Context: an optimization exercise on an open-source flow, tuned for small area and a short achievable clock period. The choices shown serve that exercise and are no tape-out recipe. In this exercise RTL edits were held to simulation tests only and were not proved equivalent to the original. Power is estimated from default activity; no workload was simulated.

`flow/config.mk`:
```
export PLATFORM = sky130hd
export DESIGN_NAME = ahb_timer
export DESIGN_NICKNAME = ahb_timer
export VERILOG_FILES = /design/flow/design.v
export SDC_FILE = /design/flow/constraint.sdc
export NUM_CORES = 4
export LEC_CHECK = 0
export CAP_MARGIN = 20
export CORE_MARGIN = 2
export CORE_UTILIZATION = 50
export CTS_BUF_LIST = sky130_fd_sc_hd__clkbuf_16
export CTS_CLUSTER_DIAMETER = 60
export CTS_CLUSTER_SIZE = 30
export SLEW_MARGIN = 20
export SYNTH_HIERARCHICAL = 1
```
`flow/standard.sh`:
```
#!/bin/bash
# synth_recipe.tcl (not shown) runs the flow's synth.tcl, then flattens the netlist and writes it again
# the make line also repeats each setting of config.mk as NAME=value (left out here)
make -C /OpenROAD-flow-scripts/flow DESIGN_CONFIG=/design/flow/config.mk WORK_HOME=/design/flow/orfs CLKGATE_MAP_FILE= SYNTH_SCRIPT=/design/flow/synth_recipe.tcl "${@:-finish}"
```
`flow/flow/run.sh`:
```
#!/bin/bash
# Standard layout, but with a plain buffer on every port instead of the
# delay cell that buffer_ports picks on its own
set -euo pipefail
export BUFFER_PORTS_ARGS="-buffer_cell sky130_fd_sc_hd__buf_2"
# Timing repair aims past the 8 ns constraint
export SETUP_SLACK_MARGIN=5.5
# Clock tree without the dummy loads CTS adds for balance
export CTS_ARGS="-sink_clustering_enable -repair_clock_nets -sink_clustering_size 25 -sink_clustering_max_diameter 100 -buf_list sky130_fd_sc_hd__clkbuf_16 -dont_use_dummy_load"
bash standard.sh > standard.log 2>&1
```
`flow/design.v`:
```
`timescale 1ns/1ns
package ahb_pkg;
  localparam int HADDR_W = 32;
  localparam int HDATA_W = 32;
  localparam int BE_W    = HDATA_W / 8;
  typedef enum logic [1:0] {
    HTRANS_IDLE   = 2'b00,
    HTRANS_BUSY   = 2'b01,
    HTRANS_NONSEQ = 2'b10,
    HTRANS_SEQ    = 2'b11
  } htrans_t;
  typedef enum logic [2:0] {
    HSIZE_BYTE  = 3'b000,
    HSIZE_HWORD = 3'b001,
    HSIZE_WORD  = 3'b010
  } hsize_t;
  localparam logic HRESP_OKAY = 1'b0;
endpackage
`timescale 1ns/1ns
package timer_pkg;
  localparam logic [31:0] PRESCALE_OFS = 32'h0000_0000;
  localparam logic [31:0] IPENDING_OFS = 32'h0000_0008;
  localparam logic [31:0] IENABLE_OFS  = 32'h0000_000C;
  localparam logic [31:0] TIME_OFS     = 32'h0000_0010;
  localparam logic [31:0] TIME_MSB_OFS = 32'h0000_0014;
  localparam logic [31:0] TIMECMP_OFS  = 32'h0000_0018;
  localparam int TIMECMP_STRIDE = 8;
  localparam int TIME_W     = 64;
  localparam int PRESCALE_W = 32;
  typedef enum logic [2:0] {
    RD_PRESCALE = 3'd0,
    RD_IPENDING = 3'd1,
    RD_IENABLE  = 3'd2,
    RD_TIME_LO  = 3'd3,
    RD_TIME_HI  = 3'd4,
    RD_CMP_LO   = 3'd5,
    RD_CMP_HI   = 3'd6,
    RD_ZERO     = 3'd7
  } rd_sel_t;
endpackage
`timescale 1ns/1ns
module timer_bus_decode
(
  input  logic [31:6] addr_hi,
  input  logic        live,
  output logic        hi_zero,
  output logic        rd_ok
);
  assign hi_zero = ~|addr_hi;
  assign rd_ok   = live && hi_zero;
endmodule
`timescale 1ns/1ns
module timer_compare
(
  input  logic [63:0] time_val,
  input  logic [63:0] cmp_val,
  output logic        eq
);
  assign eq = (time_val == cmp_val);
endmodule
`timescale 1ns/1ns
module ahb_timer #(
  parameter  int TIMERS      = 3,
  localparam int TIMER_IDX_W = (TIMERS > 1) ? $clog2(TIMERS) : 1
)
(
  input  logic                        HCLK,
  input  logic                        HRESETn,
  input  logic                        HSEL,
  input  logic [ahb_pkg::HADDR_W-1:0] HADDR,
  input  logic [ahb_pkg::HDATA_W-1:0] HWDATA,
  output logic [ahb_pkg::HDATA_W-1:0] HRDATA,
  input  logic                        HWRITE,
  input  logic [2:0]                  HSIZE,
  input  logic [2:0]                  HBURST,
  input  logic [3:0]                  HPROT,
  input  logic [1:0]                  HTRANS,
  output logic                        HREADYOUT,
  input  logic                        HREADY,
  output logic                        HRESP,
  output logic                        tint
);
  localparam int NW = 12;
  assign HREADYOUT = 1'b1;
  assign HRESP     = ahb_pkg::HRESP_OKAY;
  logic live;
  always_ff @(posedge HCLK or negedge HRESETn)
  begin
    if (!HRESETn)
      live <= 1'b0;
    else
      live <= 1'b1;
  end
  logic          hi_zero;
  logic [3:0]    rd_ok;
  logic [3:0]    word;
  logic [NW-1:0] asel;
  logic          wr_xfer;
  logic [3:0]    be;
  timer_bus_decode u_hi0 (.addr_hi(HADDR[31:6]), .live, .hi_zero,           .rd_ok(rd_ok[0]));
  timer_bus_decode u_hi1 (.addr_hi(HADDR[31:6]), .live, .hi_zero(),         .rd_ok(rd_ok[1]));
  timer_bus_decode u_hi2 (.addr_hi(HADDR[31:6]), .live, .hi_zero(),         .rd_ok(rd_ok[2]));
  timer_bus_decode u_hi3 (.addr_hi(HADDR[31:6]), .live, .hi_zero(),         .rd_ok(rd_ok[3]));
  assign word = HADDR[5:2];
  always_comb
  begin
    for (int k = 0; k < NW; k++)
      asel[k] = (word == 4'(k));
  end
  assign wr_xfer = HSEL && HREADY && HWRITE && HTRANS[1];
  always_comb
  begin
    case (HSIZE)
      3'd0:    be = 4'b0001 << HADDR[1:0];
      3'd1:    be = 4'b0011 << HADDR[1:0];
      default: be = 4'b1111 << HADDR[1:0];
    endcase
  end
  logic          wr_ok;
  logic          wr_nok;
  logic [3:0]    wr_word;
  logic [3:0]    wr_be;
  logic [NW-1:0] ws;
  always_ff @(posedge HCLK or negedge HRESETn)
  begin
    if (!HRESETn)
    begin
      wr_ok  <= 1'b0;
      wr_nok <= 1'b1;
    end
    else
    begin
      wr_ok  <= wr_xfer && hi_zero;
      wr_nok <= !(wr_xfer && hi_zero);
    end
  end
  always_ff @(posedge HCLK)
  begin
    wr_word <= word;
    wr_be   <= be;
  end
  logic [NW-1:0][3:0] lane_wr;
  logic [NW-1:0][3:0] lane_keep;
  always_comb
  begin
    for (int k = 0; k < NW; k++)
    begin
      ws[k] = wr_ok && (wr_word == 4'(k));
      for (int b = 0; b < 4; b++)
      begin
        lane_wr[k][b]   = ws[k] && wr_be[b];
        lane_keep[k][b] = live && (wr_nok || (wr_word != 4'(k)) || !wr_be[b]);
      end
    end
  end
  function automatic logic [31:0] lane_merge(
    input logic [31:0] old_val,
    input logic [31:0] new_val,
    input logic [3:0]  wr,
    input logic [3:0]  keep
  );
    logic [31:0] res;
    for (int n = 0; n < 4; n++)
      res[n*8 +: 8] = (new_val[n*8 +: 8] & {8{wr[n]}}) | (old_val[n*8 +: 8] & {8{keep[n]}});
    lane_merge = res;
  endfunction
  function automatic logic [63:0] inc_flips(input logic [63:0] v);
    logic [15:0] grp;
    logic [15:0] below;
    logic [63:0] res;
    for (int j = 0; j < 16; j++)
      grp[j] = &v[4*j +: 4];
    below[0] = 1'b1;
    for (int j = 1; j < 16; j++)
      below[j] = &(grp | (16'hFFFF << j));
    for (int j = 0; j < 16; j++)
    begin
      res[4*j]     = below[j];
      res[4*j + 1] = below[j] & v[4*j];
      res[4*j + 2] = below[j] & (v[4*j] & v[4*j + 1]);
      res[4*j + 3] = below[j] & (v[4*j] & v[4*j + 1] & v[4*j + 2]);
    end
    inc_flips = res;
  endfunction
  function automatic logic [31:0] dec_flips(input logic [31:0] v);
    logic [7:0]  grp;
    logic [7:0]  below;
    logic [31:0] res;
    for (int j = 0; j < 8; j++)
      grp[j] = ~|v[4*j +: 4];
    below[0] = 1'b1;
    for (int j = 1; j < 8; j++)
      below[j] = &(grp | (8'hFF << j));
    for (int j = 0; j < 8; j++)
    begin
      res[4*j]     = below[j];
      res[4*j + 1] = below[j] & ~v[4*j];
      res[4*j + 2] = below[j] & ~(v[4*j] | v[4*j + 1]);
      res[4*j + 3] = below[j] & ~(v[4*j] | v[4*j + 1] | v[4*j + 2]);
    end
    dec_flips = res;
  endfunction
  logic [31:0]      prescale;
  logic             prescale_wr;
  logic             enabled;
  logic [2:0]       ienable;
  logic [63:0]      time_val;
  logic [63:0]      time_src;
  logic [2:0][63:0] cmp_vals;
  logic [31:0]      cnt;
  logic             count_en;
  logic [2:0]       ipending;
  always_ff @(posedge HCLK or negedge HRESETn)
  begin
    if (!HRESETn)
    begin
      prescale_wr <= 1'b0;
      enabled     <= 1'b0;
    end
    else
    begin
      prescale_wr <= ws[0];
      if (ws[0])
        enabled <= 1'b1;
    end
  end
  assign time_src = (count_en && !ws[4] && !ws[5]) ? (time_val ^ inc_flips(time_val)) : time_val;
  always_ff @(posedge HCLK)
  begin
    prescale        <= lane_merge(prescale, HWDATA, lane_wr[0], lane_keep[0]);
    ienable         <= lane_merge({29'b0, ienable}, HWDATA, lane_wr[3], lane_keep[3]) & 3'b111;
    time_val[31:0]  <= lane_merge(time_src[31:0], HWDATA, lane_wr[4], lane_keep[4]);
    time_val[63:32] <= lane_merge(time_src[63:32], HWDATA, lane_wr[5], lane_keep[5]);
    for (int n = 0; n < 3; n++)
    begin
      cmp_vals[n][31:0]  <= lane_merge(cmp_vals[n][31:0], HWDATA, lane_wr[6 + 2*n], lane_keep[6 + 2*n]);
      cmp_vals[n][63:32] <= lane_merge(cmp_vals[n][63:32], HWDATA, lane_wr[7 + 2*n], lane_keep[7 + 2*n]);
    end
  end
  logic cnt_zero;
  assign cnt_zero = (cnt == '0);
  always_ff @(posedge HCLK)
  begin
    if (prescale_wr || cnt_zero || !enabled)
      cnt <= prescale;
    else
      cnt <= cnt ^ dec_flips(cnt);
  end
  always_ff @(posedge HCLK or negedge HRESETn)
  begin
    if (!HRESETn)
      count_en <= 1'b0;
    else
      count_en <= enabled && cnt_zero;
  end
  logic [2:0] eq;
  logic [2:0] hit;
  timer_compare u_cmp0 (.time_val, .cmp_val(cmp_vals[0]), .eq(eq[0]));
  timer_compare u_cmp1 (.time_val, .cmp_val(cmp_vals[1]), .eq(eq[1]));
  timer_compare u_cmp2 (.time_val, .cmp_val(cmp_vals[2]), .eq(eq[2]));
  always_comb
  begin
    for (int n = 0; n < 3; n++)
      hit[n] = eq[n] && !ws[6 + 2*n] && !ws[7 + 2*n];
  end
  always_ff @(posedge HCLK or negedge HRESETn)
  begin
    if (!HRESETn)
    begin
      ipending <= '0;
      tint     <= 1'b0;
    end
    else
    begin
      ipending <= enabled ? hit : 3'b000;
      tint     <= |(ipending & ienable);
    end
  end
  logic [NW-1:0][31:0] rwords;
  logic [31:0]         rmux;
  always_comb
  begin
    rwords     = '0;
    rwords[0]  = prescale;
    rwords[2]  = {29'b0, ipending};
    rwords[3]  = {29'b0, ienable};
    rwords[4]  = time_val[31:0];
    rwords[5]  = time_val[63:32];
    rwords[6]  = cmp_vals[0][31:0];
    rwords[7]  = cmp_vals[0][63:32];
    rwords[8]  = cmp_vals[1][31:0];
    rwords[9]  = cmp_vals[1][63:32];
    rwords[10] = cmp_vals[2][31:0];
    rwords[11] = cmp_vals[2][63:32];
    rmux = '0;
    for (int k = 0; k < NW; k++)
      rmux = rmux | (rwords[k] & {32{asel[k]}});
  end
  always_ff @(posedge HCLK)
  begin
    for (int b = 0; b < 4; b++)
      HRDATA[b*8 +: 8] <= rmux[b*8 +: 8] & {8{rd_ok[b]}};
  end
endmodule
```
`flow/constraint.sdc`:
```
create_clock -name core_clock -period 8.0 [get_ports {HCLK}]
set_input_delay 1.6000 -clock core_clock [delete_from_list [all_inputs] [get_ports {HCLK}]]
set_output_delay 1.6000 -clock core_clock [all_outputs]
set_load 0.01 [all_outputs]
```
==> results.yml, run 1 <==
outcome:
  outcome: "complete, no violations"
route:
  drt_iter0_drcs: 1836
  route.detailed.drc: 0
  drt_pass1_iterations: 10
  routed_via_density: 6.80
  finalWirelength_microns: 70700
  drt-wirelength-per-cell_microns: 29.8
  total_number_of_vias: 16100
  count_of_nets_left_with_antenna_violations_after_detail_routing: 0
floorplan:
  ioPinCount: 116
  initial_utilization: 0.506
  row_count: 68
  fp.dieW_microns: 190
  die_height_microns: 190
  core_area_sq_um: 34400
  die_area_sq_um: 36300
clocking:
  clock_sink_count: 373
  cts_tree: "done"
  cts_max_path_buffers: 3
  worstSkewPairLatency_ns: 0.56
  cts.clk_slew.worst_paths_ns: 0.10
  cts-htree-levels: 1
  cts_root_buf: "sky130_fd_sc_hd__clkbuf_16"
  number_of_hold_buffers_added_after_cts: 0
  cts_buffers: 18
worst_setup_path:
  rrSetupSlack_ns: 5.34
  cp-start-kind: "input pin"
  crit_path_end_kind: "flip-flop"
  r2r_end: "cmp_vals[170]"
  critical_path_class: "input pin to flip-flop"
  cp.arrival_ns: 3.21
  worst_setup_path_startpoint: "HADDR[13]"
  r2r.worst_path.cells: 5
  cp_max_fo: 8
  critical_path_required_ns: 8.47
  critical_path.reg2reg.startpoint: "wr_word[0]"
pwr:
  peakVddDrop_mv: 0.157
  pwr_dens_nw_per_um2: 147
  power.static_leakage_nw: 8.88
  totalPowerFinal_mw: 3.06
timing:
  worst_pin_slew_ns: 1.17
  period_needed_ns: 2.74
  fin_crit_sh: 0.342
  report.final.setup_viol: 0
  clock.fmax_mhz: 365
  relSlewSlack: 0.216
  timing.setup.tns_ns: 0
  hold_violations: 0
  finalWorstSetupSlack_ns: 5.26
  rsz0062_at_grt: "true"
  timing_max_transition_violations_final: 0
  hold-worst-slack_ns: 0.471
  skew_ns: 0.0307
grt:
  grt_pass1_vias: 14800
  global_route_wire_length_before_repair_microns: 101000
  grt_ovf: 0
  grt.total_usage: 0.380
  grt_start_max_net_pins: 42
  number_of_antenna_violations_at_the_first_check_in_global_routing: 1
place:
  dpl_cell_area_sq_um: 18700
  place_hpwl_microns: 47300
  io_buffer_count: 105
  dp.cells: 2292
  place_ws_ns: 4.11
  place.gp.congestion: 1.03
final_layout:
  finish.instance_area_sq_um: 20900
  syn2layout_area_growth_pct: 20.2
  stdcell_count: 2371
  layout.cells.most_common_list: "sky130_fd_sc_hd__dfxtp_1 (313), sky130_fd_sc_hd__a22o_1 (256), sky130_fd_sc_hd__xor2_1 (225)"
  most_common_library_cell_in_the_layout_ignoring_fill_and_taps: "sky130_fd_sc_hd__dfxtp_1"
  drive_gt1_frac: 0.227
  num-nets-final: 2025
  num_antenna_cells: 0
  postLayoutCoreUtil: 0.608
min_path:
  holdCritStartpoint: "cnt[0]"
  min_delay_worst_endpoint: "cnt[0]"
  hold_wc_path_type: "flip-flop to flip-flop"
  min_path_cells: 1
logic_synthesis:
  syn_area_sq_um: 17400
  synth_area_per_cell_sq_um: 9.71
  yosys_warnings: 7
  synthCells: 1790
flow_run:
  timing.max_cap.violations: 0
## final cells by class
| type | count | area, sq um |
|---|---|---|
| Tap cell | 455 | 569 |
| Sequential cell | 373 | 7610 |
| Clock buffer | 18 | 450 |
| Multi-Input combinational cell | 1286 | 10400 |
| Inverter | 37 | 180 |
| Timing Repair Buffer | 202 | 1680 |
| Fill cell | 3010 | 13500 |
## power by group
part / total (mW) / internal (mW) / switching [mW]
clock: 1.02 / 0.406 / 0.613
sequential: 1.86 / 1.86 / 0.00614
combinational: 0.181 / 0.0494 / 0.132
total: 3.06 / 2.31 / 0.751
## timing repair
item | 4_1_cts | 5_1_grt
gates resized for setup | 165 | 98
buffers inserted | 38 | 17
cloned | 4 | 1
setup endpoints to repair | 253 | 238
pin swaps | 30 | 24
## registers in the layout, summed over array words and instances (netlist names), 3 cells and up
register	flops
cmp_vals	192
time_val	64
HRDATA	32
cnt	32
prescale	32
wr_be	4
wr_word	4
ienable	3
ipending	3
## metal layers
layer	wire length (microns)	GRT usage
met2	31300	0.580
met5	13	0
met3	7700	0.0771
met4	2760	0.145
met1	28900	0.528
## critical path, stage by stage
cell                       delay, ns
sky130_fd_sc_hd__buf_2          0.13
sky130_fd_sc_hd__nor4_2         0.24
sky130_fd_sc_hd__nand4_1        0.21
sky130_fd_sc_hd__nor4_4         0.53
sky130_fd_sc_hd__bufinv_8       0.32
sky130_fd_sc_hd__a31oi_4        0.16
## how the worst max path moves through the flow
stage               cells past startpoint  slack (ns)          to
floorplan                               6        5.30  HRDATA[20]
global placement                        5        4.13  HRDATA[11]
detailed placement                      5        4.11  HRDATA[23]
CTS                                     5        5.31   HRDATA[9]
global route                            6        5.26  HRDATA[11]
finish                                  6        5.26  HRDATA[11]
==> inputs of run 2 (changes only) <==
==> flow/flow/run.sh (replaced) <==
#!/bin/bash
# Standard layout, but with a plain buffer on every port instead of the
# delay cell that buffer_ports picks on its own
set -euo pipefail
export BUFFER_PORTS_ARGS="-buffer_cell sky130_fd_sc_hd__buf_2"
# Timing repair aims past the 8 ns constraint
export SETUP_SLACK_MARGIN=5.5
# Clock tree without the dummy loads CTS adds for balance
export CTS_ARGS="-sink_clustering_enable -repair_clock_nets -sink_clustering_size 30 -sink_clustering_max_diameter 60 -buf_list sky130_fd_sc_hd__clkbuf_16 -dont_use_dummy_load"
bash standard.sh > standard.log 2>&1
--- a/flow/config.mk
+++ b/flow/config.mk
@@ -13,3 +13,4 @@
 export CTS_CLUSTER_SIZE = 30
 export SLEW_MARGIN = 20
 export SYNTH_HIERARCHICAL = 1
+export TNS_END_PERCENT = 20
==> run 2 against run 1 <==
Compared with the run above: core utilization down 0.81 points; worst setup slack worse by 0.042 ns; critical path depth up 1; routed wire length about the same; sequential power about the same; critical path type unchanged; highest routed layer is now met4.
==> results.yml, run 2 <==
pwr:
  pwr_dens_nw_per_um2: 169
  net-switching-power_mw: 0.814
  share_seq_of_total_power: 0.535
  p_comb_frac: 0.050
  switching_share: 0.233
  clockPowerShare: 0.415
  power.static_leakage_nw: 8.89
  peakVddDrop_mv: 0.127
  internal_power_mw: 2.67
worst_setup_path:
  cp_cell_sequence: "buf_6 > nand2b_4 > nor3_4 > buf_12 > clkbuf_16 > a222oi_1 > a31oi_4"
  critical_path_class: "input pin to flip-flop"
  critPathTopFamily: "compound AO/OA/AOI/OAI gates"
  r2r.worst_path.cells: 5
  cp-start-kind: "input pin"
  cp_slowest_cell: "sky130_fd_sc_hd__a222oi_1"
  rrSetupSlack_ns: 5.24
  path_depth: 7
  cp.arrival_ns: 3.15
  cp_max_fo: 16
  worstPathBufferInverterCount: 3
  crit_path_end_kind: "flip-flop"
  critPathMaxStageDelay_ns: 0.62
  critical_path_required_ns: 8.37
floorplan:
  die_height_microns: 190
  initial_utilization: 0.506
  ioPinCount: 116
  fp.dieW_microns: 190
  core_area_sq_um: 34400
  die_area_sq_um: 36300
  row_count: 68
timing:
  hold_violations: 0
  fin_crit_sh: 0.347
  period_needed_ns: 2.78
  timing_max_transition_violations_final: 0
  report.final.setup_viol: 0
  rsz0062_at_grt: "true"
  clock.fmax_mhz: 360
  timing.setup.tns_ns: 0
  relSlewSlack: 0.234
  worst_pin_slew_ns: 1.15
  skew_ns: 0.0376
route:
  total_number_of_vias: 16100
  route.detailed.drc: 0
  routed_via_density: 6.79
  drt_iter0_drcs: 2083
  finalWirelength_microns: 70700
  drt-wirelength-per-cell_microns: 29.8
  drt_pass1_iterations: 7
  count_of_nets_left_with_antenna_violations_after_detail_routing: 0
final_layout:
  num-nets-final: 2026
  largest_register_ff_count: 192
  top_regs: "cmp_vals (192), time_val (64)"
  syn2layout_area_growth_pct: 18.6
  regMostFlops: "cmp_vals"
  most_common_library_cell_in_the_layout_ignoring_fill_and_taps: "sky130_fd_sc_hd__dfxtp_1"
  layout.cells.most_common_list: "sky130_fd_sc_hd__dfxtp_1 (335), sky130_fd_sc_hd__a22o_1 (256), sky130_fd_sc_hd__xor2_1 (225)"
  postLayoutCoreUtil: 0.600
  drive_gt1_frac: 0.193
clocking:
  worstSkewPairLatency_ns: 0.53
  cts_max_path_buffers: 3
  cts_buffers: 35
  cts_tree: "done"
  number_of_hold_buffers_added_after_cts: 0
  clock_sink_count: 373
  cts.clk_slew.worst_paths_ns: 0.06
  cts_root_buf: "sky130_fd_sc_hd__clkbuf_16"
  cts-htree-levels: 2
outcome:
  outcome: "complete, no violations"
flow_run:
  timing.max_cap.violations: 0
place:
  io_buffer_count: 105
  place.gp.congestion: 0.945
  place_hpwl_microns: 47200
grt:
  grt.total_usage: 0.369
  global_route_wire_length_before_repair_microns: 98400
  grt_start_max_net_pins: 34
  grt_ovf: 0
  number_of_antenna_violations_at_the_first_check_in_global_routing: 1
  grt_pass1_vias: 14800
logic_synthesis:
  yosys_warnings: 7
  synthCells: 1790
  synth_area_per_cell_sq_um: 9.71
  syn_area_sq_um: 17400
min_path:
  hold_wc_path_type: "flip-flop to flip-flop"
  min_path_cells: 1
-- run 2: routing by layer --
layer  vias up  track usage  part of all wire
met5         -            0                 0
met4         0        0.162             0.055
met3       209       0.0935              0.12
met2       996        0.562              0.43
met1      7891        0.495              0.40
li1       7012            -                 -
-- run 2: worst paths after layout --
kind / start / end
min in group asynchronous: HRESETn / ipending[1]
max in group asynchronous: HRESETn / wr_nok
hold / removal: cnt[0] / cnt[0]
setup reg to reg: wr_word[0] / cmp_vals[16]
hold reg to reg: cnt[0] / cnt[0]
setup / recovery: HADDR[4] / HRDATA[13]
-- run 2: power by group through the flow --
stage	combinational [mW]	sequential [mW]	clock, mW
finish	0.175	1.87	1.45
detailed placement	0.144	1.91	0
CTS	0.149	1.86	1.46
global placement	0.138	1.91	0
global route	0.179	1.86	1.54
floorplan	0.0777	1.90	0
-- run 2: final cells by class --
cell class,instances,area [sq um]
fillers,3035,13800
multi-input cells,1286,10000
flip-flops and latches,373,7560
repair buffers,186,1430
clock buffers,35,876
well taps,455,569
inverters,37,155
diodes,1,2.50
-- run 2: metrics by stage --
stage | cell area, sq um | cells | power (mW) | hold slack [ns] | setup WS [ns]
after detailed placement | 18700 | 2294 | 2.05 | 0.449 | 4.24
after CTS | 19900 | 2340 | 3.47 | 0.456 | 5.31
final | 20600 | 2373 | 3.49 | 0.456 | 5.22
after global routing | 20600 | 2372 | 3.58 | 0.477 | 5.20
after floorplan | 17700 | 1791 | 1.98 | 0.424 | 5.30
after global placement | 18600 | 2292 | 2.05 | 0.443 | 4.33
-- run 2: what timing repair did --
item                                    in CTS  in global routing
pin swaps                                   12                 18
setup buffers                               10                 26
endpoints found under the setup margin     223                314
cloned                                       1                  6
gates resized for setup                     67                 91
-- run 2: worst register-to-register path: stages (launching register included) --
cell and delay [ns]:
sky130_fd_sc_hd__dfxtp_1 0.32, sky130_fd_sc_hd__buf_4 0.31, sky130_fd_sc_hd__nand2b_1 0.57, sky130_fd_sc_hd__nor3_1 0.28
sky130_fd_sc_hd__a21boi_1 0.96, sky130_fd_sc_hd__a22o_1 0.27
==> inputs of run 3 (changes only) <==
--- a/flow/config.mk
+++ b/flow/config.mk
@@ -7,10 +7,9 @@
 export LEC_CHECK = 0
 export CAP_MARGIN = 20
 export CORE_MARGIN = 2
-export CORE_UTILIZATION = 50
+export CORE_UTILIZATION = 35
 export CTS_BUF_LIST = sky130_fd_sc_hd__clkbuf_16
 export CTS_CLUSTER_DIAMETER = 60
 export CTS_CLUSTER_SIZE = 30
 export SLEW_MARGIN = 20
 export SYNTH_HIERARCHICAL = 1
-export TNS_END_PERCENT = 20
==> run 3 against run 2 <==
Compared with the run above: synthesized cell count stayed put; area after synthesis stayed put; critical path type unchanged; non-clock buffer count is 1 higher; flip-flop and latch count stayed put; final cell count is 8.6% higher; register-to-register slack better by 0.18 ns; clock skew is 0.039 ns higher; sequential power hardly changed; sequential share of layout area is 0.95 points lower; clock-buffer cell count is 5 lower; largest cell class unchanged; global-route usage is 9.9 points lower; still clean; via count is 0.17% lower; highest routed layer is now met5.
==> results.yml, run 3 <==
outcome:
  outcome: "complete, no violations"
final_layout:
  regMostFlops: "cmp_vals"
  largest_register_ff_count: 192
  layout.cells.most_common_list: "sky130_fd_sc_hd__dfxtp_1 (310), sky130_fd_sc_hd__a22o_1 (256), sky130_fd_sc_hd__xor2_1 (225)"
  ff_latch_area_sq_um: 7590
  most_common_library_cell_in_the_layout_ignoring_fill_and_taps: "sky130_fd_sc_hd__dfxtp_1"
  drive_gt1_frac: 0.222
  fillerInstances: 4670
  syn2layout_area_growth_pct: 22.2
  top_regs: "cmp_vals (192), time_val (64)"
  multi_input_comb_area_sq_um: 10300
  num-nets-final: 2020
floorplan:
  row_count: 81
  core_area_sq_um: 49000
  initial_utilization: 0.355
  die_height_microns: 227
  fp.dieW_microns: 227
  ioPinCount: 116
  die_area_sq_um: 51500
pwr:
  share_seq_of_total_power: 0.552
  power.static_leakage_nw: 8.88
  peakVddDrop_mv: 0.163
  switching_share: 0.242
  pwr_dens_nw_per_um2: 159
  internal_power_mw: 2.56
  net-switching-power_mw: 0.818
  totalPowerFinal_mw: 3.38
  clockPowerShare: 0.395
  p_comb_frac: 0.052
worst_setup_path:
  crit_path_end_kind: "flip-flop"
  critical_path_class: "input pin to flip-flop"
  cp_max_fo: 8
  cp-start-kind: "input pin"
  cp.arrival_ns: 3.25
  critical_path_required_ns: 8.50
clocking:
  clock_sink_count: 373
  worstSkewPairLatency_ns: 0.62
  cts_buffers: 30
  cts.clk_slew.worst_paths_ns: 0.08
  cts_tree: "done"
  cts_max_path_buffers: 3
  cts-htree-levels: 1
  cts_root_buf: "sky130_fd_sc_hd__clkbuf_16"
route:
  drt_iter0_drcs: 2099
  total_number_of_vias: 16100
  routed_via_density: 6.24
  count_of_nets_left_with_antenna_violations_after_detail_routing: 0
  drt-wirelength-per-cell_microns: 27.9
  route.detailed.drc: 0
  drt_pass1_iterations: 7
  finalWirelength_microns: 71800
grt:
  global_route_wire_length_before_repair_microns: 103000
  grt_pass1_vias: 15400
  grt_ovf: 0
  grt_start_max_net_pins: 62
  grt.total_usage: 0.271
  number_of_antenna_violations_at_the_first_check_in_global_routing: 4
place:
  place.gp.congestion: 0.965
  place_hpwl_microns: 49400
  io_buffer_count: 105
timing:
  timing_max_transition_violations_final: 0
  relSlewSlack: 0.278
  skew_ns: 0.0767
  rsz0062_at_grt: "true"
  worst_pin_slew_ns: 1.08
  fin_crit_sh: 0.344
  clock.fmax_mhz: 364
  report.final.setup_viol: 0
  hold_violations: 0
  period_needed_ns: 2.75
  timing.setup.tns_ns: 0
logic_synthesis:
  yosys_warnings: 7
  syn_area_sq_um: 17400
  synthCells: 1790
  synth_area_per_cell_sq_um: 9.71
flow_run:
  timing.max_cap.violations: 0
min_path:
  hold_wc_path_type: "flip-flop to flip-flop"
[run 3: cell count changes in the layout (fill, tap and decap cells not counted), sizes merged, moves of 2 or more]
cell	delta
inv	-2
clkbuf	-8
bufinv	+2
buf	+4
[run 3: path summary, 6_finish.rpt]
path / from / end / slack [ns] / depth (start not counted)
worst max-delay path: HADDR[8] / HRDATA[25] / 5.25 / 6
worst min-delay path: cnt[0] / cnt[0] / 0.46 / 1
worst max register to register: wr_word[0] / cmp_vals[24] / 5.42 / 5
worst min register to register: cnt[0] / cnt[0] / 0.46 / 1
max in group asynchronous: HRESETn / wr_nok / 6.77 / 1
min in group asynchronous: HRESETn / count_en / 0.90 / 1
[run 3: per-layer routing]
layer	wire, microns	global-route usage	vias up
met3	7380	0.0583	222
met4	4130	0.137	4
met2	31300	0.417	957
met5	16	0	-
li1	-	-	7015
met1	29000	0.357	7883
[run 3: timing repair]
item,in CTS,in global routing
buffers inserted,17,18
gates resized for setup,144,114
setup endpoints to repair,169,175
cloned,0,3
pin swaps,20,19
hold buffers,0,0
[run 3: critical path, stage by stage]
cell	delay, ns
sky130_fd_sc_hd__buf_8	0.10
sky130_fd_sc_hd__nor4_4	0.26
sky130_fd_sc_hd__nand4_1	0.23
sky130_fd_sc_hd__nor4_4	0.52
sky130_fd_sc_hd__bufinv_8	0.31
sky130_fd_sc_hd__a31oi_4	0.21
[run 3: power groups by stage]
| stage | Combinational (mW) | Clock, mW | Sequential [mW] |
|---|---|---|---|
| finish | 0.176 | 1.33 | 1.86 |
| global route | 0.181 | 1.40 | 1.86 |
| CTS | 0.156 | 1.34 | 1.86 |
| detailed placement | 0.149 | 0 | 1.91 |
| global placement | 0.147 | 0 | 1.91 |
| floorplan | 0.0797 | 0 | 1.90 |
[run 3: through the flow]
step	util	instance area, sq um	hold slack [ns]	std cells	setup WS (ns)
2_1_floorplan	-	17800	0.424	1791	5.30
3_3_place_gp	0.387	18900	0.446	2506	4.13
3_5_place_dp	0.387	18900	0.448	2506	4.14
4_1_cts	0.420	20600	0.458	2553	5.29
5_1_grt	0.434	21200	0.487	2575	5.25
6_report	0.434	21200	0.461	2577	5.25
[run 3: final cells by class]
cell class,count,share of cell area
clock buffer,30,0.0353
antenna,2,0.000236
timing repair buffer,187,0.0730
sequential,373,0.357
inverter,37,0.00848
tap,664,0.0391
multi-input combinational,1284,0.487
==> inputs of run 4 (changes only) <==
--- a/flow/config.mk
+++ b/flow/config.mk
@@ -7,9 +7,10 @@
 export LEC_CHECK = 0
 export CAP_MARGIN = 20
 export CORE_MARGIN = 2
-export CORE_UTILIZATION = 35
+export CORE_UTILIZATION = 65
 export CTS_BUF_LIST = sky130_fd_sc_hd__clkbuf_16
 export CTS_CLUSTER_DIAMETER = 60
 export CTS_CLUSTER_SIZE = 30
+export PLACE_DENSITY = 0.72
 export SLEW_MARGIN = 20
 export SYNTH_HIERARCHICAL = 1
==> run 4 against run 3 <==
Compared with the run above: synthesized cell count is the same; final cell count is 12% lower; area after synthesis is the same; first-iteration DRC count up 43%; final area down 0.38%; critical path type is now flip-flop to flip-flop.
==> results.yml, run 4 <==
clocking:
  clock_sink_count: 373
  cts.clk_slew.worst_paths_ns: 0.08
  cts-htree-levels: 1
  cts_buffers: 28
  worstSkewPairLatency_ns: 0.58
  cts_root_buf: "sky130_fd_sc_hd__clkbuf_16"
  cts_max_path_buffers: 3
  cts_tree: "done"
timing:
  fin_crit_sh: 0.341
  timing_max_transition_violations_final: 0
  clock.fmax_mhz: 367
  finalWorstSetupSlack_ns: 5.27
  report.final.setup_viol: 0
  rsz0062_at_grt: "true"
  hold_violations: 0
  skew_ns: 0.0516
  relSlewSlack: 0.236
  hold-worst-slack_ns: 0.484
  period_needed_ns: 2.73
  timing.setup.tns_ns: 0
  worst_pin_slew_ns: 1.14
logic_synthesis:
  synthCells: 1790
  syn_area_sq_um: 17400
  synth_area_per_cell_sq_um: 9.71
  yosys_warnings: 7
final_layout:
  drive_gt1_frac: 0.236
  regMostFlops: "cmp_vals"
  top_regs: "cmp_vals (192), time_val (64)"
  fillerInstances: 1588
  largest_register_ff_count: 192
  syn2layout_area_growth_pct: 21.7
  num-nets-final: 2042
  most_common_library_cell_in_the_layout_ignoring_fill_and_taps: "sky130_fd_sc_hd__dfxtp_1"
  layout.cells.most_common_list: "sky130_fd_sc_hd__dfxtp_1 (316), sky130_fd_sc_hd__a22o_1 (256), sky130_fd_sc_hd__xor2_1 (225)"
worst_setup_path:
  critical_path_class: "flip-flop to flip-flop"
  critical_path.reg2reg.startpoint: "wr_word[0]"
  cp_cell_sequence: "buf_4 > nand2b_1 > nor2_1 > a21boi_1 > a22o_1"
  cp-start-kind: "flip-flop"
  worst_setup_path_startpoint: "wr_word[0]"
  cp_max_fo: 20
  r2r_end: "cmp_vals[158]"
  cp.arrival_ns: 3.21
  critical_path_required_ns: 8.48
  crit_path_end_kind: "flip-flop"
  rrSetupSlack_ns: 5.27
  cp_slowest_cell: "sky130_fd_sc_hd__a21boi_1"
  r2r.worst_path.cells: 5
  critPathMaxStageDelay_ns: 0.92
route:
  total_number_of_vias: 16900
  finalWirelength_microns: 69300
  route.detailed.drc: 0
  count_of_nets_left_with_antenna_violations_after_detail_routing: 0
  routed_via_density: 7.47
  drt_iter0_drcs: 2999
  drt_pass1_iterations: 27
  drt-wirelength-per-cell_microns: 30.5
place:
  place_hpwl_microns: 43800
  place.gp.congestion: 1.02
  io_buffer_count: 105
  place_ws_ns: 4.19
grt:
  grt.total_usage: 0.459
  number_of_antenna_violations_at_the_first_check_in_global_routing: 4
  grt_start_max_net_pins: 42
  global_route_wire_length_before_repair_microns: 97600
  grt_ovf: 0
  grt_pass1_vias: 15400
floorplan:
  core_area_sq_um: 26100
  fp.dieW_microns: 168
  die_area_sq_um: 28100
  die_height_microns: 168
  initial_utilization: 0.665
  ioPinCount: 116
  row_count: 59
pwr:
  pwr_dens_nw_per_um2: 156
  peakVddDrop_mv: 0.166
  power.static_leakage_nw: 9.02
flow_run:
  timing.max_cap.violations: 0
min_path:
  min_path_cells: 1
  hold_wc_path_type: "flip-flop to flip-flop"
  min_delay_worst_endpoint: "cnt[0]"
  holdCritStartpoint: "cnt[0]"
outcome:
  outcome: "complete, no violations"
==> run 4: cell type report <==
cell class	count	area (sq um)	share of cell area
sequential	373	7590	0.359
inverter	37	180	0.00851
multi-input combinational	1287	10500	0.496
tap	335	419	0.0198
antenna	2	5.00	0.000236
clock buffer	28	701	0.0331
timing repair buffer	208	1780	0.0839
==> run 4: where the power goes <==
part / internal (mW) / total (mW) / switching, mW / leakage (nW)
clock: 0.614 / 1.26 / 0.641 / 0.345
combinational: 0.0517 / 0.187 / 0.135 / 5.59
sequential: 1.86 / 1.87 / 0.00841 / 3.08
==> run 4: metrics by stage <==
stage	instances	power, mW	cell area (sq um)	utilization
after CTS	2229	3.25	20000	0.767
after detailed placement	2168	2.04	18500	0.707
final	2270	3.31	21200	0.810
after floorplan	1791	1.98	17800	-
after global routing	2268	3.36	21200	0.810
after global placement	2168	2.04	18500	0.706
==> run 4: worst max-delay path: cells and delay by family (launching register included) <==
family	cells	cell delay, ns
flip-flops	1	0.31
buffers and inverters	1	0.32
AND/OR/NAND/NOR	2	0.85
AO/OA/AOI/OAI	2	1.18
==> run 4: timing repair <==
| action | CTS | global route |
|---|---|---|
| setup endpoints to repair | 186 | 265 |
| hold buffers | 0 | 0 |
| setup buffers | 30 | 36 |
| resized for setup | 119 | 167 |
| gates cloned | 3 | 3 |
| pin swaps | 21 | 39 |
==> run 4: routing by layer <==
metal / global-route usage / wire [microns] / vias up
met3: 0.126 / 10400 / 341
met4: 0.235 / 5060 / 2
met2: 0.693 / 29300 / 1476
li1: - / - / 7065
met1: 0.606 / 24600 / 8065
met5: 0 / 15 / -
==> run 4: worst max-delay path by stage <==
stage               slack (ns)  cells past startpoint       endpoint
floorplan                 5.30                      6     HRDATA[20]
global placement          4.22                      6     HRDATA[29]
detailed placement        4.19                      6     HRDATA[29]
CTS                       5.36                      5     HRDATA[11]
global route              5.18                      7      HRDATA[7]
finish                    5.27                      5  cmp_vals[158]
==> inputs of run 5 (changes only) <==
--- a/flow/config.mk
+++ b/flow/config.mk
@@ -7,10 +7,10 @@
 export LEC_CHECK = 0
 export CAP_MARGIN = 20
 export CORE_MARGIN = 2
-export CORE_UTILIZATION = 65
+export CORE_UTILIZATION = 50
 export CTS_BUF_LIST = sky130_fd_sc_hd__clkbuf_16
 export CTS_CLUSTER_DIAMETER = 60
 export CTS_CLUSTER_SIZE = 30
-export PLACE_DENSITY = 0.72
+export GPL_ROUTABILITY_DRIVEN = 0
 export SLEW_MARGIN = 20
 export SYNTH_HIERARCHICAL = 1
==> run 5 against run 4 <==
Compared with the run above: clock skew fell by 0.0083 ns; maximum frequency rose by 2.2%; sequential power barely moved; hold slack got worse by 0.039 ns; critical endpoint is now tint; final area rose by 0.24%; area after synthesis did not move; synthesized cell count did not move; power rose by 1.6%; sequential share of layout area barely moved; non-clock buffer count fell by 7; combinational power fell by 2%; global-route usage fell by 8.9 points.
==> results.yml, run 5 <==
outcome:
  outcome: "complete, no violations"
flow_run:
  timing.max_cap.violations: 0
worst_setup_path:
  cp_max_fo: 1
  worstPathBufferInverterCount: 1
  cp.arrival_ns: 1.07
  critPathTopFamily: "flip-flops"
  critical_path_required_ns: 6.40
  cp-start-kind: "flip-flop"
  rrSetupSlack_ns: 5.35
  cp_slowest_cell: "sky130_fd_sc_hd__dfrtp_1"
  crit_path_end_kind: "output port"
  critical_path_class: "flip-flop to output port"
  critPathMaxStageDelay_ns: 0.36
  cp_cell_sequence: "buf_2"
floorplan:
  die_area_sq_um: 36300
  die_height_microns: 190
  fp.dieW_microns: 190
  ioPinCount: 116
  initial_utilization: 0.506
  core_area_sq_um: 34400
  row_count: 68
route:
  routed_via_density: 6.78
  count_of_nets_left_with_antenna_violations_after_detail_routing: 0
  drt-wirelength-per-cell_microns: 29.3
  drt_pass1_iterations: 6
  finalWirelength_microns: 69800
  total_number_of_vias: 16200
  drt_iter0_drcs: 1866
  route.detailed.drc: 0
place:
  place_ws_ns: 4.08
  dpl_cell_area_sq_um: 18700
  place_hpwl_microns: 46700
  io_buffer_count: 105
clocking:
  cts-htree-levels: 1
  cts.clk_slew.worst_paths_ns: 0.08
  worstSkewPairLatency_ns: 0.59
  cts_root_buf: "sky130_fd_sc_hd__clkbuf_16"
  clock_sink_count: 373
  cts_tree: "done"
  cts_max_path_buffers: 3
  cts_buffers: 30
timing:
  hold_violations: 0
  rsz0062_at_grt: "true"
  finalWorstSetupSlack_ns: 5.33
  clock.fmax_mhz: 375
  skew_ns: 0.0433
  hold-worst-slack_ns: 0.445
  relSlewSlack: 0.241
  fin_crit_sh: 0.334
  timing.setup.tns_ns: 0
  worst_pin_slew_ns: 1.14
  report.final.setup_viol: 0
  period_needed_ns: 2.67
  timing_max_transition_violations_final: 0
grt:
  number_of_antenna_violations_at_the_first_check_in_global_routing: 1
  global_route_wire_length_before_repair_microns: 99400
  grt_start_max_net_pins: 62
  grt_pass1_vias: 14900
  grt_ovf: 0
  grt.total_usage: 0.371
pwr:
  peakVddDrop_mv: 0.154
  power.static_leakage_nw: 9.01
  pwr_dens_nw_per_um2: 158
logic_synthesis:
  yosys_warnings: 7
  synthCells: 1790
  syn_area_sq_um: 17400
  synth_area_per_cell_sq_um: 9.71
final_layout:
  drive_gt1_frac: 0.235
  regMostFlops: "cmp_vals"
  finish.instance_area_sq_um: 21200
  largest_register_ff_count: 192
  top_regs: "cmp_vals (192), time_val (64)"
  layout.cells.most_common_list: "sky130_fd_sc_hd__dfxtp_1 (306), sky130_fd_sc_hd__a22o_1 (256), sky130_fd_sc_hd__xor2_1 (224)"
  most_common_library_cell_in_the_layout_ignoring_fill_and_taps: "sky130_fd_sc_hd__dfxtp_1"
  syn2layout_area_growth_pct: 22.0
  num-nets-final: 2035
min_path:
  hold_wc_path_type: "flip-flop to flip-flop"
==> run 5: timing repair <==
item / in CTS / in global routing
setup endpoints to repair: 206 / 197
setup buffers: 25 / 25
resized for setup: 135 / 141
pin swaps: 20 / 27
gates cloned: 1 / 5
hold buffers: 0 / 0
==> run 5: metrics by stage <==
stage / power [mW] / util / std cells
finish: 3.36 / 0.617 / 2384
global route: 3.44 / 0.617 / 2381
CTS: 3.33 / 0.590 / 2351
detailed placement: 2.05 / 0.544 / 2295
global placement: 2.05 / 0.543 / 2295
floorplan: 1.98 / - / 1791
==> run 5: where the power goes <==
part | internal, mW | total (mW) | switching, mW
combinational | 0.0495 | 0.183 | 0.134
clock | 0.655 | 1.31 | 0.657
sequential | 1.86 | 1.86 | 0.00646
total | 2.56 | 3.36 | 0.797
==> run 5: worst paths after layout <==
check | from | end | depth (start not counted)
min reg2reg | cnt[0] | cnt[0] | 1
max in group asynchronous | HRESETn | wr_nok | 1
min | cnt[0] | cnt[0] | 1
max | tint | tint | 1
min in group asynchronous | HRESETn | tint | 1
max reg2reg | time_val[59] | ipending[1] | 5
==> run 5: area by class of cell <==
cell class                      count  area [sq um]
Sequential cell                   373          7610
Timing Repair Buffer              201          1680
Multi-Input combinational cell   1285         10400
Inverter                           37           169
Clock buffer                       30           751
Fill cell                        2957         13200
Antenna cell                        3          7.51
Tap cell                          455           569
==> run 5: worst reg2reg max path, cell delays in order (launching register included) <==
cell and delay (ns):
sky130_fd_sc_hd__dfxtp_1 0.57, sky130_fd_sc_hd__xor2_1 0.16, sky130_fd_sc_hd__nor4_1 0.60, sky130_fd_sc_hd__nand4_1 0.39, sky130_fd_sc_hd__nor4_2 0.61, sky130_fd_sc_hd__o211a_1 0.25
==> run 5: layer usage <==
metal / vias to the layer above / share of wire / track usage
met5: - / 0 / 0
met4: 0 / 0.050 / 0.149
met3: 217 / 0.12 / 0.0904
met2: 995 / 0.43 / 0.570
met1: 7911 / 0.40 / 0.500
li1: 7041 / - / -
==> inputs of run 6 (changes only) <==
--- a/flow/config.mk
+++ b/flow/config.mk
@@ -11,6 +11,5 @@
 export CTS_BUF_LIST = sky130_fd_sc_hd__clkbuf_16
 export CTS_CLUSTER_DIAMETER = 60
 export CTS_CLUSTER_SIZE = 30
-export GPL_ROUTABILITY_DRIVEN = 0
 export SLEW_MARGIN = 20
 export SYNTH_HIERARCHICAL = 1
==> run 6 against run 5 <==
Compared with the run above: via count down 1.0%; final cell count down 0.55%; still clean; hold slack better by 0.017 ns; sequential power about the same; critical endpoint is now HRDATA[14]; worst setup slack worse by 0.027 ns; sequential share of layout area up 0.54 points.
==> results.yml, run 6 <==
outcome:
  outcome: "complete, no violations"
place:
  dpl_cell_area_sq_um: 18700
  place.gp.congestion: 1.03
  place_hpwl_microns: 47300
  io_buffer_count: 105
route:
  drt-wirelength-per-cell_microns: 29.5
  drt_iter0_drcs: 2024
  route.detailed.drc: 0
  finalWirelength_microns: 69900
  drt_pass1_iterations: 6
  total_number_of_vias: 16000
  routed_via_density: 6.75
  count_of_nets_left_with_antenna_violations_after_detail_routing: 0
timing:
  worst_pin_slew_ns: 1.07
  rsz0062_at_grt: "true"
  timing.setup.tns_ns: 0
  fin_crit_sh: 0.337
  skew_ns: 0.0397
  hold-worst-slack_ns: 0.462
  relSlewSlack: 0.282
  hold_violations: 0
  report.final.setup_viol: 0
  period_needed_ns: 2.70
  timing_max_transition_violations_final: 0
  clock.fmax_mhz: 371
clocking:
  cts_buffers: 31
  cts.clk_slew.worst_paths_ns: 0.06
  cts_max_path_buffers: 3
  clock_sink_count: 373
  cts_root_buf: "sky130_fd_sc_hd__clkbuf_16"
  worstSkewPairLatency_ns: 0.59
  cts-htree-levels: 1
  cts_tree: "done"
grt:
  global_route_wire_length_before_repair_microns: 100000
  grt_start_max_net_pins: 42
  grt_pass1_vias: 14900
  number_of_antenna_violations_at_the_first_check_in_global_routing: 0
  grt.total_usage: 0.375
  grt_ovf: 0
pwr:
  internal_power_mw: 2.58
  totalPowerFinal_mw: 3.37
  share_seq_of_total_power: 0.553
  clockPowerShare: 0.396
  peakVddDrop_mv: 0.170
  switching_share: 0.236
  net-switching-power_mw: 0.795
  power.static_leakage_nw: 8.87
  p_comb_frac: 0.052
  pwr_dens_nw_per_um2: 162
final_layout:
  postLayoutCoreUtil: 0.607
  largest_register_ff_count: 192
  regMostFlops: "cmp_vals"
  num_antenna_cells: 0
  num-nets-final: 2025
  syn2layout_area_growth_pct: 19.9
  finish.instance_area_sq_um: 20900
  layout.cells.most_common_list: "sky130_fd_sc_hd__dfxtp_1 (316), sky130_fd_sc_hd__a22o_1 (256), sky130_fd_sc_hd__xor2_1 (225)"
  fillerInstances: 3018
  most_common_library_cell_in_the_layout_ignoring_fill_and_taps: "sky130_fd_sc_hd__dfxtp_1"
  drive_gt1_frac: 0.218
  top_regs: "cmp_vals (192), time_val (64)"
floorplan:
  core_area_sq_um: 34400
  die_area_sq_um: 36300
  fp.dieW_microns: 190
  initial_utilization: 0.506
  row_count: 68
  ioPinCount: 116
  die_height_microns: 190
worst_setup_path:
  cp-start-kind: "input pin"
  critical_path_required_ns: 8.50
  r2r.worst_path.cells: 6
  cp_max_fo: 8
  cp.arrival_ns: 3.19
  critical_path_class: "input pin to flip-flop"
  crit_path_end_kind: "flip-flop"
  r2r_end: "ipending[2]"
  critical_path.reg2reg.startpoint: "time_val[52]"
  rrSetupSlack_ns: 5.44
min_path:
  holdCritStartpoint: "cnt[0]"
  min_path_cells: 1
  hold_wc_path_type: "flip-flop to flip-flop"
  min_delay_worst_endpoint: "cnt[0]"
logic_synthesis:
  synthCells: 1790
  synth_area_per_cell_sq_um: 9.71
  yosys_warnings: 7
  syn_area_sq_um: 17400
flow_run:
  timing.max_cap.violations: 0
-- run 6: changes by cell type in the layout (fill, tap and decap cells not counted), sizes merged --
cell,previous run,this run
diode,3,0
clkbuf,34,33
a31o,1,2
buf,197,187
-- run 6: worst max-delay path, cell delays in order --
cell and delay [ns]:
sky130_fd_sc_hd__buf_4 0.13, sky130_fd_sc_hd__nor4_4 0.23, sky130_fd_sc_hd__nand4_1 0.21, sky130_fd_sc_hd__nor4_4 0.53, sky130_fd_sc_hd__bufinv_8 0.31, sky130_fd_sc_hd__a31oi_1 0.16
-- run 6: layout make-up --
class	count	area, sq um	share of cell area
multi-input cells	1286	10300	0.493
clock buffers	31	776	0.0372
inverters	37	171	0.00822
well taps	455	569	0.0273
repair buffers	189	1460	0.0698
flip-flops and latches	373	7590	0.364
-- run 6: worst max-delay path by stage --
stage               from          to  slack [ns]
2_1_floorplan   HADDR[3]  HRDATA[20]        5.30
3_3_place_gp    HADDR[4]  HRDATA[11]        4.13
3_5_place_dp    HADDR[4]  HRDATA[23]        4.11
4_1_cts             tint        tint        5.33
5_1_grt         HADDR[8]  HRDATA[14]        5.26
6_report       HADDR[13]  HRDATA[14]        5.30
-- run 6: what timing repair did --
| item | CTS | global route |
|---|---|---|
| gates cloned | 2 | 1 |
| hold buffers | 0 | 0 |
| pin swaps | 23 | 20 |
| setup buffers | 29 | 15 |
| resized for setup | 136 | 100 |
| endpoints found under the setup margin | 239 | 259 |
| hold endpoints to repair | 0 | 0 |
-- run 6: power by group through the flow --
stage | Clock [mW] | Sequential [mW] | Combinational, mW
6_report | 1.33 | 1.86 | 0.174
5_1_grt | 1.41 | 1.86 | 0.178
2_1_floorplan | 0 | 1.90 | 0.0797
4_1_cts | 1.34 | 1.86 | 0.157
3_5_place_dp | 0 | 1.91 | 0.144
3_3_place_gp | 0 | 1.91 | 0.142
-- run 6: through the flow --
stage          cells  setup slack [ns]
6_report        2371              5.30
5_1_grt         2371              5.26
4_1_cts         2354              5.33
3_5_place_dp    2292              4.11
3_3_place_gp    2292              4.13
2_1_floorplan   1791              5.30
-- run 6: metal layers --
layer | vias up | track usage | routed length, microns
li1 | 7026 | - | -
met1 | 7894 | 0.511 | 28500
met3 | 149 | 0.0854 | 7490
met5 | - | 0 | 0
met2 | 930 | 0.575 | 31000
met4 | 0 | 0.154 | 2910
==> inputs of run 7 (changes only) <==
--- a/flow/config.mk
+++ b/flow/config.mk
@@ -11,5 +11,6 @@
 export CTS_BUF_LIST = sky130_fd_sc_hd__clkbuf_16
 export CTS_CLUSTER_DIAMETER = 60
 export CTS_CLUSTER_SIZE = 30
+export PLACE_DENSITY = 0.75
 export SLEW_MARGIN = 20
 export SYNTH_HIERARCHICAL = 1
==> run 7 against run 6 <==
Compared with the run above: clock power is 7% lower; critical path depth is 4 higher; area after synthesis stayed put; flip-flop and latch count stayed put; maximum frequency hardly changed; final cell count is 1.2% higher; die area stayed put; sequential power hardly changed; register-to-register slack worse by 0.02 ns; core utilization is 1.9 points higher; routed wire length is 1.4% higher; sequential share of layout area is 1.1 points lower.
==> results.yml, run 7 <==
outcome:
  outcome: "complete, no violations"
final_layout:
  num-nets-final: 2052
  multi_input_comb_area_sq_um: 10500
  largest_register_ff_count: 192
  fillerInstances: 2823
  regMostFlops: "cmp_vals"
  drive_gt1_frac: 0.241
  syn2layout_area_growth_pct: 23.7
  stdcell_count: 2400
  most_common_library_cell_in_the_layout_ignoring_fill_and_taps: "sky130_fd_sc_hd__dfxtp_1"
  top_regs: "cmp_vals (192), time_val (64)"
  layout.cells.most_common_list: "sky130_fd_sc_hd__dfxtp_1 (316), sky130_fd_sc_hd__a22o_1 (254), sky130_fd_sc_hd__xor2_1 (225)"
  ff_latch_area_sq_um: 7600
worst_setup_path:
  r2r.worst_path.cells: 4
  cp_max_fo: 8
  critPathTopFamily: "buffers and inverters"
  cp_slowest_cell: "sky130_fd_sc_hd__buf_4"
  critical_path_required_ns: 8.50
  critical_path.reg2reg.startpoint: "wr_word[2]"
  rrSetupSlack_ns: 5.42
  cp.arrival_ns: 3.20
  r2r_end: "cmp_vals[10]"
  critical_path_class: "input pin to flip-flop"
  crit_path_end_kind: "flip-flop"
  cp_cell_sequence: "buf_12 > nand2b_4 > buf_4 > nor2_4 > buf_12 > buf_4 > buf_8 > a22oi_1 > and3_1 > a21oi_2"
  critPathMaxStageDelay_ns: 0.23
  worstPathBufferInverterCount: 5
  cp-start-kind: "input pin"
grt:
  grt_pass1_vias: 15200
  number_of_antenna_violations_at_the_first_check_in_global_routing: 2
  global_route_wire_length_before_repair_microns: 97800
  grt.total_usage: 0.359
  grt_ovf: 0
  grt_start_max_net_pins: 42
timing:
  rsz0062_at_grt: "true"
  worst_pin_slew_ns: 1.15
  timing.setup.tns_ns: 0
  relSlewSlack: 0.232
  skew_ns: 0.0289
  hold-worst-slack_ns: 0.455
  period_needed_ns: 2.70
  report.final.setup_viol: 0
  clock.fmax_mhz: 371
  fin_crit_sh: 0.337
  hold_violations: 0
  timing_max_transition_violations_final: 0
clocking:
  cts_tree: "done"
  cts-htree-levels: 1
  cts_max_path_buffers: 3
  worstSkewPairLatency_ns: 0.58
  cts_buffers: 27
  cts.clk_slew.worst_paths_ns: 0.08
  cts_root_buf: "sky130_fd_sc_hd__clkbuf_16"
  clock_sink_count: 373
floorplan:
  initial_utilization: 0.506
  row_count: 68
  die_height_microns: 190
  die_area_sq_um: 36300
  ioPinCount: 116
  core_area_sq_um: 34400
  fp.dieW_microns: 190
min_path:
  holdCritStartpoint: "cnt[0]"
  min_delay_worst_endpoint: "cnt[0]"
  min_path_cells: 1
  hold_wc_path_type: "flip-flop to flip-flop"
route:
  count_of_nets_left_with_antenna_violations_after_detail_routing: 0
  drt_pass1_iterations: 8
  drt-wirelength-per-cell_microns: 29.5
  route.detailed.drc: 0
  routed_via_density: 7.00
  finalWirelength_microns: 70900
  total_number_of_vias: 16800
  drt_iter0_drcs: 2600
flow_run:
  timing.max_cap.violations: 0
place:
  dp.cells: 2292
  place_hpwl_microns: 45100
  place.gp.congestion: 0.991
  io_buffer_count: 105
logic_synthesis:
  yosys_warnings: 7
  synthCells: 1790
  syn_area_sq_um: 17400
  synth_area_per_cell_sq_um: 9.71
pwr:
  pwr_dens_nw_per_um2: 153
  power.static_leakage_nw: 9.11
  peakVddDrop_mv: 0.163
[run 7: per-layer routing]
metal  routed length, microns  part of all wire  vias up  global-route usage
li1                         -                 -     7090                   -
met1                    26500              0.37     8090               0.479
met2                    29600              0.42     1297               0.539
met3                     9770              0.14      325              0.0920
met4                     5030             0.071        2               0.176
met5                       13           0.00018        -                   0
[run 7: repair_timing]
action | in CTS | in global routing
hold buffers | 0 | 0
gates resized for setup | 130 | 162
cloned | 2 | 7
pin swaps | 19 | 46
hold endpoints to repair | 0 | 0
setup endpoints to repair | 233 | 201
setup buffers | 26 | 43
[run 7: worst max-delay path by stage]
stage / start / endpoint / cells after the start
6_report: HADDR[5] / HRDATA[26] / 10
3_5_place_dp: HADDR[4] / HRDATA[23] / 5
4_1_cts: tint / tint / 1
2_1_floorplan: HADDR[3] / HRDATA[20] / 6
3_3_place_gp: HADDR[4] / HRDATA[23] / 5
5_1_grt: HADDR[5] / HRDATA[11] / 9
[run 7: stage by stage]
stage	util	cell area [sq um]	power [mW]	setup slack [ns]
6_report	0.626	21500	3.30	5.30
5_1_grt	0.626	21500	3.36	5.29
4_1_cts	0.590	20300	3.25	5.35
3_5_place_dp	0.543	18700	2.05	4.16
3_3_place_gp	0.543	18700	2.04	4.18
2_1_floorplan	-	17800	1.98	5.30
[run 7: final cells by class]
cell class / instances / share of cell area
antenna: 2 / 0.000233
clock buffer: 27 / 0.0314
inverter: 37 / 0.00913
multi-input combinational: 1286 / 0.489
sequential: 373 / 0.353
tap: 455 / 0.0265
timing repair buffer: 220 / 0.0900
[run 7: where the power goes]
group | switching, mW | internal [mW] | leakage, nW
clock | 0.650 | 0.593 | 0.333
combinational | 0.139 | 0.0553 | 5.70
sequential | 0.00592 | 1.85 | 3.09
total | 0.795 | 2.50 | 9.11
==> inputs of run 8 (changes only) <==
--- a/flow/flow/run.sh
+++ b/flow/flow/run.sh
@@ -5,6 +5,8 @@
 export BUFFER_PORTS_ARGS="-buffer_cell sky130_fd_sc_hd__buf_2"
 # Timing repair aims past the 8 ns constraint
 export SETUP_SLACK_MARGIN=5.5
+# Downsize gates off the critical paths after timing repair
+export RECOVER_POWER=100
 # Clock tree without the dummy loads CTS adds for balance
 export CTS_ARGS="-sink_clustering_enable -repair_clock_nets -sink_clustering_size 30 -sink_clustering_max_diameter 60 -buf_list sky130_fd_sc_hd__clkbuf_16 -dont_use_dummy_load"
 bash standard.sh > standard.log 2>&1
--- a/flow/config.mk
+++ b/flow/config.mk
@@ -11,6 +11,5 @@
 export CTS_BUF_LIST = sky130_fd_sc_hd__clkbuf_16
 export CTS_CLUSTER_DIAMETER = 60
 export CTS_CLUSTER_SIZE = 30
-export PLACE_DENSITY = 0.75
 export SLEW_MARGIN = 20
 export SYNTH_HIERARCHICAL = 1
==> run 8 against run 7 <==
Compared with the run above: now fails the layout checks on capacitance limit, slew limit; maximum frequency is 36% lower; final cell count is 1.2% lower; power is 2.0% higher; core utilization is 2.9 points lower; area after synthesis stayed put; worst setup slack worse by 1.5 ns; routed wire length is 1.1% lower; register-to-register slack worse by 1.6 ns; clock power is 7% higher; clock-buffer cell count is 4 higher; non-clock buffer count is 31 lower; critical endpoint is now time_val[46]; highest routed layer is now met4.
==> results.yml, run 8 <==
outcome:
  outcome: "complete, but fails checks"
  layout.failed_checks: "capacitance limit, slew limit"
floorplan:
  die_height_microns: 190
  core_area_sq_um: 34400
  fp.dieW_microns: 190
  ioPinCount: 116
  die_area_sq_um: 36300
  initial_utilization: 0.506
  row_count: 68
final_layout:
  syn2layout_area_growth_pct: 18.0
  fillerInstances: 3088
  regMostFlops: "cmp_vals"
  top_regs: "cmp_vals (192), time_val (64)"
  num-nets-final: 2025
  layout.cells.most_common_list: "sky130_fd_sc_hd__dfxtp_1 (326), sky130_fd_sc_hd__a22o_1 (256), sky130_fd_sc_hd__xor2_1 (225)"
  postLayoutCoreUtil: 0.597
  finish.instance_area_sq_um: 20500
  drive_gt1_frac: 0.174
  num_antenna_cells: 0
  largest_register_ff_count: 192
  most_common_library_cell_in_the_layout_ignoring_fill_and_taps: "sky130_fd_sc_hd__dfxtp_1"
worst_setup_path:
  cp_max_fo: 20
  critical_path_required_ns: 8.40
  cp.arrival_ns: 4.61
  critical_path_class: "flip-flop to flip-flop"
  cp-start-kind: "flip-flop"
  crit_path_end_kind: "flip-flop"
grt:
  grt_start_max_net_pins: 42
  number_of_antenna_violations_at_the_first_check_in_global_routing: 0
  grt_pass1_vias: 14900
  global_route_wire_length_before_repair_microns: 100000
  grt.total_usage: 0.375
  grt_ovf: 0
route:
  routed_via_density: 6.79
  total_number_of_vias: 16100
  count_of_nets_left_with_antenna_violations_after_detail_routing: 0
  route.detailed.drc: 0
  finalWirelength_microns: 70100
  drt-wirelength-per-cell_microns: 29.6
  drt_iter0_drcs: 1902
  drt_pass1_iterations: 10
clocking:
  cts_tree: "done"
  cts-htree-levels: 1
  worstSkewPairLatency_ns: 0.58
  cts.clk_slew.worst_paths_ns: 0.07
  clock_sink_count: 373
  cts_buffers: 31
  cts_root_buf: "sky130_fd_sc_hd__clkbuf_16"
  cts_max_path_buffers: 3
timing:
  timing_max_transition_violations_final: 175
  timing.setup.tns_ns: 0
  rsz0062_at_grt: "true"
  worst_pin_slew_ns: 1.87
  period_needed_ns: 4.21
  clock.fmax_mhz: 237
  fin_crit_sh: 0.527
  hold-worst-slack_ns: 0.462
  hold_violations: 0
  report.final.setup_viol: 0
  skew_ns: 0.0396
  relSlewSlack: -0.259
pwr:
  internal_power_mw: 2.57
  p_comb_frac: 0.049
  peakVddDrop_mv: 0.170
  share_seq_of_total_power: 0.554
  clockPowerShare: 0.397
  totalPowerFinal_mw: 3.36
  switching_share: 0.236
  pwr_dens_nw_per_um2: 164
  power.static_leakage_nw: 8.63
  net-switching-power_mw: 0.792
flow_run:
  timing.max_cap.violations: 20
place:
  dpl_cell_area_sq_um: 18700
  place.gp.congestion: 1.03
  place_hpwl_microns: 47300
  io_buffer_count: 105
logic_synthesis:
  syn_area_sq_um: 17400
  yosys_warnings: 7
  synth_area_per_cell_sq_um: 9.71
  synthCells: 1790
min_path:
  hold_wc_path_type: "flip-flop to flip-flop"
-- run 8: final timing paths --
path,start,endpoint,cells past startpoint,slack [ns]
worst max-delay path,wr_word[0],time_val[46],5,3.79
worst min-delay path,cnt[0],cnt[0],1,0.46
worst max register to register,wr_word[0],time_val[46],5,3.79
worst min register to register,cnt[0],cnt[0],1,0.46
max in group asynchronous,HRESETn,ipending[2],1,6.61
min in group asynchronous,HRESETn,wr_ok,1,1.00
-- run 8: what timing repair did --
item,in CTS,in global routing
gates resized for setup,136,100
setup endpoints to repair,239,259
pin swaps,23,20
hold endpoints to repair,0,0
setup buffers,29,15
gates cloned,2,1
hold buffers,0,0
-- run 8: cell type report --
cell class	count	area, sq um	area share
clock buffer	31	776	0.0378
multi-input combinational	1286	10100	0.492
inverter	37	171	0.00835
tap	455	569	0.0277
sequential	373	7580	0.369
timing repair buffer	189	1330	0.0649
-- run 8: per-layer routing --
layer / global-route usage / vias up / part of all wire
met1: 0.511 / 7923 / 0.41
met5: 0 / - / 0
met2: 0.575 / 960 / 0.44
met3: 0.0854 / 192 / 0.11
li1: - / 7020 / -
met4: 0.154 / 0 / 0.046
-- run 8: worst max-delay path: stages, from the launching register on --
cell and delay (ns):
sky130_fd_sc_hd__dfxtp_1 0.31, sky130_fd_sc_hd__clkbuf_1 0.96, sky130_fd_sc_hd__nand2b_1 0.71, sky130_fd_sc_hd__or3_1 0.65
sky130_fd_sc_hd__o21ai_0 1.12, sky130_fd_sc_hd__o21ai_0 0.27
-- run 8: stage by stage --
step,setup slack (ns),std cells
6_report,3.79,2371
5_1_grt,3.54,2371
4_1_cts,5.33,2354
3_5_place_dp,4.11,2292
3_3_place_gp,4.13,2292
2_1_floorplan,5.30,1791
-- run 8: power by group through the flow --
stage / Sequential, mW / Clock [mW] / Combinational, mW
2_1_floorplan: 1.90 / 0 / 0.0797
6_report: 1.86 / 1.33 / 0.165
3_3_place_gp: 1.91 / 0 / 0.142
4_1_cts: 1.86 / 1.34 / 0.157
5_1_grt: 1.86 / 1.41 / 0.169
3_5_place_dp: 1.91 / 0 / 0.144

-- port drivers added, routing unchanged --
Ports are ideal in the flow. The routed layouts listed here were re-timed in OpenROAD.
Step 1 sets driving cells, clkbuf_16 on the clock port and buf_2 on the other inputs (assumed; they add their load-dependent delay and slew).
Step 2 times the ports against the registers' clock, not the clock port: input delays grow and output delays shrink by t, the midpoint of the rising clock arrivals with the driver on.
Three values: ideal ports, drivers, drivers and shift; two values: the first two.
run	t (ns)	slack for setup (ns)	hold WS [ns]	worst setup path at the end	worst data-port slew with drivers (ns)
run 1	0.593	5.264 / 5.285 / 4.693	0.471 / 0.471 / 0.471	input to register	0.10
run 2	0.558	5.222 / 5.222 / 4.664	0.456 / 0.456 / 0.456	input to register	0.05
run 3	0.639	5.249 / 5.256 / 4.618	0.461 / 0.461 / 0.461	input to register	0.13
run 4	0.611	5.273 / 5.268 / 4.734	0.484 / 0.484 / 0.484	input to register	0.06
run 5	0.621	5.331 / 5.278 / 4.744	0.445 / 0.445 / 0.445	input to register	0.12
run 6	0.623	5.304 / 5.289 / 4.696	0.462 / 0.462 / 0.462	input to register	0.05
run 7	0.620	5.305 / 5.291 / 4.688	0.455 / 0.455 / 0.455	input to register	0.07
run 8	0.622	3.785 / 3.785 / 3.315	0.462 / 0.462 / 0.462	input to register	0.05
For run 3, which loses most, drivers alone change the setup slack by +0.007 ns; drivers and shift together by -0.631 ns.
